What follows belongs to an exercise in optimizing a design on an open flow for small area and few clock cycles per item; a production flow would make more cautious choices.
Only simulation tests tie the RTL to the original design; equivalence was not proved.
Power and IR drop assume default switching activity.

## build 15
==> flow/design.v (excerpt) <==
module asp_top (
    input  logic                          pclk,
    input  logic                          rst,
    input  logic [8-1:0]    paddr,
    input  logic                          psel,
    input  logic                          penable,
    input  logic                          pwrite,
    input  logic [64-1:0]        pwdata,
    output logic [64-1:0]        prdata,
    output logic                          pready,
    output logic                          pslverr,
    output mem_chan_pkg::host_addr_t      host_address,
    output logic                          host_read,
    input  logic                          host_waitrequest,
    input  mem_chan_pkg::mem_word_t       host_readdata,
    input  logic                          host_readdatavalid,
    output mem_chan_pkg::lmem_addr_t      lmem_address,
    output logic                          lmem_write,
    output mem_chan_pkg::mem_word_t       lmem_writedata,
    input  logic                          lmem_waitrequest,
    output logic                          job_done
);
    localparam int D   = 3;    
    localparam int CW  = $clog2(D + 1);
    logic [23:0] desc_src;
    logic [23:0] desc_dst;
    logic [15:0] desc_len;
    logic        desc_ok;      
    logic        busy;
    logic        error;
    logic [15:0] done_cnt;
    logic [23:0] rd_addr;
    logic [15:0] rd_left;
    logic [23:0] wr_addr;
    logic [CW-1:0] pend;       
    logic [CW-1:0] held;       
    logic [D-1:0]  wp;         
    logic [D-1:0]  rp;         
    logic [63:0] buf_q [D];
    logic access, hit_desc, hit_ctrl, hit_status;
    logic wr_desc, wr_ctrl, start, clr;
    assign access     = psel && penable;
    assign hit_desc   = (paddr == 8'h00);
    assign hit_ctrl   = (paddr == 8'h08);
    assign hit_status = (paddr == 8'h10);
    assign wr_desc    = access && pwrite && hit_desc;
  ...
clock: 5.0 ns
lec_check: 0
cap_margin: 20
core_margin: 2
core_utilization: 40
slew_margin: 20
standard.sh (not shown) runs the stock make flow with config.mk's settings and CLKGATE_MAP_FILE= SYNTH_SCRIPT=/design/flow/synth_recipe.tcl, a recipe that flattens the netlist after the stock synthesis.
==> flow/flow/run.sh <==
#!/bin/bash
# Standard ORFS layout with two changes to how it is built:
#  - each port gets a sky130 buf_1 as its port buffer instead of the
#    default delay-cell buffer
#  - the clock tree is built from small clock buffers without dummy loads
set -euo pipefail
export BUFFER_PORTS_ARGS="-buffer_cell sky130_fd_sc_hd__buf_1"
export CTS_ARGS="-sink_clustering_enable -repair_clock_nets -dont_use_dummy_load -buf_list {sky130_fd_sc_hd__clkbuf_8} -sink_clustering_size 20 -sink_clustering_max_diameter 60"
bash standard.sh finish > standard_flow.log 2>&1
Build 15 completed end to end with timing, DRC and antenna clean.
Testbench counts of build 15, summed over its fixed seeds: cycles 21,085, words 10,274.
Input changes introduced in build 39 (baseline for comparison: build 15):
- CORE_UTILIZATION changed from 40 to 60
## What came out
In the metrics for build 39 and build 15, the one carrying the higher per-cell via count in the routed design is build 39. Taking build 15 as the reference, in build 39 effective utilization at floorplan rose by 20 points; number of buffers added by the clock tree synthesis step moved down; clock skew after layout went up 0.044 ns; hold slack flat; non-clock buffer count in the final layout now larger. Delta (build 39 minus build 15): utilization rose 22 points, full die area moved down, cell area lost 1.1%, first-pass GRT wire length -8.4%.
## Diff of input files: build 42 against build 39
- CORE_UTILIZATION: 60 -> 40
==> flow/flow/run.sh <==
#!/bin/bash
# Standard ORFS layout with two changes to how it is built:
#  - each port gets a sky130 buf_1 as its port buffer instead of the
#    default delay-cell buffer
#  - the clock tree is built from small clock buffers without dummy loads
set -euo pipefail
export BUFFER_PORTS_ARGS="-buffer_cell sky130_fd_sc_hd__buf_1"
export CTS_ARGS="-sink_clustering_enable -repair_clock_nets -dont_use_dummy_load -buf_list {sky130_fd_sc_hd__clkbuf_8} -sink_clustering_size 15 -sink_clustering_max_diameter 50"
bash standard.sh finish > standard_flow.log 2>&1
--- outcome ---
Build 39 and build 42 ended up with roughly the same register clock-pin slew on the reported worst setup and hold paths. Relative to build 39, internal power contribution increased by about 5% in build 42. Of build 42 and build 39, the run reporting the higher final cell utilization of the core was build 39. Run comparison: build 39 capturing element of the worst setup path prdata[30]; build 42 capturing element of the worst setup path prdata[26]. Die area was higher in the run labelled build 42. Taking build 39 as the reference, in build 42 global-route wire length before repair shows an increase of 4.6 mm; overall power consumption rose by about 5%. Comparing build 42 against build 39, there is no change at all in number of synthesized register bits. Sum of met3 wire segment lengths after detailed routing was higher in the run labelled build 42. Final cell area: build 42 above build 39.
Here is what was changed in the inputs of build 8 compared with build 42.
- changing CORE_UTILIZATION from 40 to 60
==> flow/flow/run.sh <==
#!/bin/bash
# Standard ORFS layout with two changes to how it is built:
#  - each port gets a sky130 buf_1 as its port buffer instead of the
#    default delay-cell buffer
#  - the clock tree is built from small clock buffers without dummy loads
set -euo pipefail
export BUFFER_PORTS_ARGS="-buffer_cell sky130_fd_sc_hd__buf_1"
export CTS_ARGS="-sink_clustering_enable -repair_clock_nets -dont_use_dummy_load -buf_list {sky130_fd_sc_hd__clkbuf_4} -sink_clustering_size 12 -sink_clustering_max_diameter 40"
bash standard.sh finish > standard_flow.log 2>&1
--- outcome ---
Density: build 8 denser than build 42. The run showing the greater data arrival time at the worst-slack endpoint is build 42. From build 42 to build 8 the numbers moved as follows: total inserted antenna cells grew by 2; layout net count increased by about 0.44% relative to the old numbers; area share of buffers outside the clock network rose 0.20 points. Compared to build 42, build 8 has instance area at placement 170 sq um lower. Build 8 reports its termination of the worst setup path as prdata[30] while build 42 reports prdata[26]. Compared with build 42, build 8 shows final worst setup slack higher by 0.12 ns. Top routing layer in use: met4 -> build 42, met5 -> build 8.

* * *

asp_top, a different RTL version from the one above (not shown whole).
Size in the first run: about 350 flip-flops.
Settings: LEC_CHECK=0, CAP_MARGIN=20, CORE_MARGIN=2, CORE_UTILIZATION=40, SLEW_MARGIN=20; clock period 5.0 ns.
==> flow/flow/run.sh <==
#!/bin/bash
# Standard ORFS layout with two changes to how it is built:
#  - each port gets a sky130 buf_1 as its port buffer instead of the
#    default delay-cell buffer
#  - the clock tree is built from small clock buffers without dummy loads
set -euo pipefail
export BUFFER_PORTS_ARGS="-buffer_cell sky130_fd_sc_hd__buf_1"
export CTS_ARGS="-sink_clustering_enable -repair_clock_nets -dont_use_dummy_load -buf_list {sky130_fd_sc_hd__clkbuf_8} -sink_clustering_size 15 -sink_clustering_max_diameter 50"
bash standard.sh finish > standard_flow.log 2>&1
Testbench counts at the start, summed over its fixed seeds: cycles 21,085, words 10,274.
==> next run, changes <==
--- a/flow/flow/run.sh
+++ b/flow/flow/run.sh
@@ -7,3 +7,3 @@
 export BUFFER_PORTS_ARGS="-buffer_cell sky130_fd_sc_hd__buf_1"
-export CTS_ARGS="-sink_clustering_enable -repair_clock_nets -dont_use_dummy_load -buf_list {sky130_fd_sc_hd__clkbuf_8} -sink_clustering_size 15 -sink_clustering_max_diameter 50"
+export CTS_ARGS="-sink_clustering_enable -repair_clock_nets -dont_use_dummy_load -buf_list {sky130_fd_sc_hd__clkbuf_8 sky130_fd_sc_hd__clkbuf_16} -sink_clustering_size 20 -sink_clustering_max_diameter 60"
 bash standard.sh finish > standard_flow.log 2>&1
Wire length came out lower by 0.57%.
Power came out higher by 7.3%.
Synthesized cell count does not change.
==> next run, changes <==
==> flow/flow/run.sh (replaced) <==
#!/bin/bash
# Standard ORFS layout with two changes to how it is built:
#  - each port gets a sky130 buf_1 as its port buffer instead of the
#    default delay-cell buffer
#  - the clock tree is built from small clock buffers without dummy loads
set -euo pipefail
export BUFFER_PORTS_ARGS="-buffer_cell sky130_fd_sc_hd__buf_1"
export CTS_ARGS="-sink_clustering_enable -repair_clock_nets -dont_use_dummy_load -buf_list {sky130_fd_sc_hd__clkbuf_4 sky130_fd_sc_hd__clkbuf_8}"
bash standard.sh finish > standard_flow.log 2>&1
Result: The changed run went through all stages and came out clean. Routed wire length grows by 1.6%. Cell area stays flat. Worst hold slack is about the same. Utilization grows by 0.13 points. Flip-flop and latch count is unchanged. Worst setup slack improves by 0.013 ns.

* * *

Setup of beta:
The RTL this note starts from:
==> flow/design.v <==
package mmio_csr_pkg;
    typedef logic [16-1:0] csr_len_t;
    typedef logic [15:0] done_cnt_t;
    typedef struct packed {
        logic [24-1:0] src;
        logic [24-1:0] dst;
        csr_len_t                    len;
    } desc_view_t;
    typedef struct packed {
        logic [64-3:0] rsvd;
        logic                   clr;
        logic                   start;
    } ctrl_view_t;
    typedef union packed {
        desc_view_t desc;
        ctrl_view_t ctrl;
    } csr_word_u;
endpackage
package mem_chan_pkg;
    typedef logic [64-1:0] mem_word_t;
    typedef logic [24-1:0] host_addr_t;
    typedef logic [24-1:0] lmem_addr_t;
    typedef logic [$clog2(4):0] slot_cnt_t;
endpackage
`timescale 1ns/100ps
module asp_top (
    input  logic                          pclk,
    input  logic                          rst,
    input  logic [8-1:0]    paddr,
    input  logic                          psel,
    input  logic                          penable,
    input  logic                          pwrite,
    input  logic [64-1:0]        pwdata,
    output logic [64-1:0]        prdata,
    output logic                          pready,
    output logic                          pslverr,
    output mem_chan_pkg::host_addr_t      host_address,
    output logic                          host_read,
    input  logic                          host_waitrequest,
    input  mem_chan_pkg::mem_word_t       host_readdata,
    input  logic                          host_readdatavalid,
    output mem_chan_pkg::lmem_addr_t      lmem_address,
    output logic                          lmem_write,
    output mem_chan_pkg::mem_word_t       lmem_writedata,
    input  logic                          lmem_waitrequest,
    output logic                          job_done
);
    localparam int D   = 4;    
    localparam int CW  = $clog2(D + 1);
    logic [23:0] desc_src;
    logic [23:0] desc_dst;
    logic [15:0] desc_len;
    logic        desc_ok;      
    logic        busy;
    logic        error;
    logic [15:0] done_cnt;
    logic [23:0] rd_addr;
    logic [15:0] rd_left;
    logic [23:0] wr_addr;
    logic [CW-1:0] pend;       
    logic [CW-1:0] held;       
    logic [D-1:0]  wp;         
    logic [D-1:0]  rp;         
    logic [63:0] buf_q [D];
    logic access, hit_desc, hit_ctrl, hit_status;
    logic wr_desc, wr_ctrl, start, clr;
    assign access     = psel && penable;
    assign hit_desc   = (paddr == 8'h00);
    assign hit_ctrl   = (paddr == 8'h08);
    assign hit_status = (paddr == 8'h10);
    assign wr_desc    = access && pwrite && hit_desc;
    assign wr_ctrl    = access && pwrite && hit_ctrl;
    assign clr        = wr_ctrl && pwdata[1];
    assign start      = wr_ctrl && pwdata[0] && !busy && desc_ok && (desc_len != 16'd0);
    assign pready  = access;
    assign pslverr = access && (!(hit_desc || hit_ctrl || hit_status) || (pwrite && hit_status));
    always_comb begin
        prdata = '0;
        if (hit_desc && desc_ok) prdata = {desc_src, desc_dst, desc_len};
        else if (hit_status)     prdata = {32'b0, done_cnt, 14'b0, error, busy};
    end
    logic held_any, wr_acc, rd_acc, push, pop, last;
    assign held_any       = (held != '0);
    assign lmem_write     = busy && (held_any || host_readdatavalid);
    always_comb begin
        lmem_writedata = held_any ? 64'd0 : host_readdata;
        for (int i = 0; i < D; i++)
            if (held_any && rp[i]) lmem_writedata = lmem_writedata | buf_q[i];
    end
    assign lmem_address   = wr_addr;
    assign wr_acc         = lmem_write && !lmem_waitrequest;
    assign push           = busy && host_readdatavalid && (held_any || lmem_waitrequest);
    assign pop            = held_any && !lmem_waitrequest;
    assign last           = wr_acc && (rd_left == 16'd0) && (pend == CW'(1));
    assign host_read    = busy && (rd_left != 16'd0) && ((pend != CW'(D)) || wr_acc);
    assign host_address = rd_addr;
    assign rd_acc       = host_read && !host_waitrequest;
    always_ff @(posedge pclk) begin
        for (int i = 0; i < D; i++)
            if (push && wp[i]) buf_q[i] <= host_readdata;
    end
    always_ff @(posedge pclk) begin
        if (wr_desc) begin
            desc_src <= pwdata[63:40];
            desc_dst <= pwdata[39:16];
            desc_len <= pwdata[15:0];
        end
    end
    always_ff @(posedge pclk) begin
        if (start) begin
            rd_addr <= desc_src;
            rd_left <= desc_len;
            wr_addr <= desc_dst;
        end else begin
            if (rd_acc) begin
                rd_addr <= rd_addr + 1'b1;
                rd_left <= rd_left - 1'b1;
            end
            if (wr_acc) wr_addr <= wr_addr + 1'b1;
        end
    end
    always_ff @(posedge pclk) begin
        if (rst) begin
            desc_ok  <= 1'b0;
            busy     <= 1'b0;
            error    <= 1'b0;
            done_cnt <= '0;
            job_done <= 1'b0;
            pend     <= '0;
            held     <= '0;
            wp       <= D'(1);
            rp       <= D'(1);
        end else begin
            job_done <= last;
            if (wr_desc) desc_ok <= 1'b1;
            if (last) begin
                busy     <= 1'b0;
                done_cnt <= done_cnt + 1'b1;
            end
            if (clr) begin
                error    <= 1'b0;
                done_cnt <= '0;
            end
            if (start)                     busy  <= 1'b1;
            else if (wr_ctrl && pwdata[0]) error <= 1'b1;
            pend <= pend + CW'(rd_acc) - CW'(wr_acc);
            held <= held + CW'(push) - CW'(pop);
            if (push) wp <= {wp[D-2:0], wp[D-1]};
            if (pop)  rp <= {rp[D-2:0], rp[D-1]};
        end
    end
endmodule
clock: 5.0 ns
lec_check: 0
cap_margin: 20
core_margin: 2
core_utilization: 40
slew_margin: 20
run.sh (not shown) runs the stock make flow with config.mk's settings and CLKGATE_MAP_FILE= SYNTH_SCRIPT=/design/flow/synth_recipe.tcl, a recipe that flattens the netlist after the stock synthesis.
Stock flow here: none of the scripts above is used.
beta reached the end of the flow, and the finished layout is clean on the timing, design-rule and antenna checks.
Testbench counts of beta, summed over its fixed seeds: cycles 18,325, words 10,274.
--- input diff beta..alpha ---
==> flow/flow/run.sh (new file) <==
#!/bin/bash
# Standard ORFS layout with two changes to how it is built:
#  - each port gets a sky130 buf_1 as its port buffer instead of the
#    default delay-cell buffer
#  - the clock tree is built from small clock buffers without dummy loads
set -euo pipefail
export BUFFER_PORTS_ARGS="-buffer_cell sky130_fd_sc_hd__buf_1"
export CTS_ARGS="-sink_clustering_enable -repair_clock_nets -dont_use_dummy_load -buf_list {sky130_fd_sc_hd__clkbuf_4 sky130_fd_sc_hd__clkbuf_8}"
bash standard.sh finish > standard_flow.log 2>&1
==> flow/standard.sh (new file) <==
#!/bin/bash
# synth_recipe.tcl (not shown) runs the flow's synth.tcl, then flattens the netlist and writes it again
# the make line also repeats each setting of config.mk as NAME=value (left out here)
make -C /OpenROAD-flow-scripts/flow DESIGN_CONFIG=/design/flow/config.mk WORK_HOME=/design/flow/orfs CLKGATE_MAP_FILE= SYNTH_SCRIPT=/design/flow/synth_recipe.tcl "${@:-finish}"
removed: flow/run.sh
==> comparison <==
- beta: no failed stages, no open violations at the end
- alpha did not stop at any stage, and its layout met the timing, design-rule and antenna checks.
- For total power, dividing the value from beta by the value from alpha gives 1.17.
- In the flow results for beta and alpha, the synthesis-to-finish area growth is smaller on alpha.
- alpha vs beta, final worst-path setup slack went up by 0.61 ns.
- Going from beta to alpha, final critical path time including I/O delays and setup shrinks by 0.61 ns.
- | total number of cells along the worst setup path | beta vs alpha | ≈ equal |
- The run showing the greater via count of the first global-routing pass is alpha.

-- port drivers added, routing unchanged --
Ports are ideal in the flow. The routed layouts listed here were re-timed in OpenROAD. Step 1: set_driving_cell puts a clkbuf_16 on pclk and a buf_2 on each other input, an assumption about the parent block. Step 2, shift: input delay + t, output delay - t, t = (earliest + latest rising clock arrival at the registers) / 2. This alone moves slack from input paths to output paths. Slacks: no drivers / after step 1 / after step 2; pairs: no drivers / after step 1.
run | t, ns | setup WS [ns] | latest minus earliest clock arrival (ns) | pins driven straight from the clock port
build 15 | 0.620 | 0.765 / 0.745 / 0.710 | 0.071 / 0.072 | 1
build 39 | 0.603 | 0.892 / 0.870 / 0.686 | 0.099 / 0.099 | 1
build 42 | 0.582 | 0.772 / 0.752 / 0.657 | 0.059 / 0.060 | 1
build 8 | 0.686 | 0.894 / 0.873 / 0.712 | 0.088 / 0.088 | 1
the first run of note 2 | 0.629 | 0.997 / 0.975 / 0.975 | 0.053 / 0.053 | 1
the second run of note 2 | 0.610 | 0.990 / 0.968 / 0.968 | 0.036 / 0.036 | 1
the third run of note 2 | 0.655 | 1.003 / 0.981 / 0.981 | 0.049 / 0.049 | 1
beta | 0.621 | 0.569 / 0.546 / 0.546 | 0.026 / 0.026 | 1
alpha | 0.666 | 1.175 / 1.155 / 1.155 | 0.049 / 0.050 | 1
After both steps setup and hold are still met in every run listed. For build 39, which loses most, drivers alone change the setup slack by -0.022 ns; drivers and shift together by -0.206 ns.
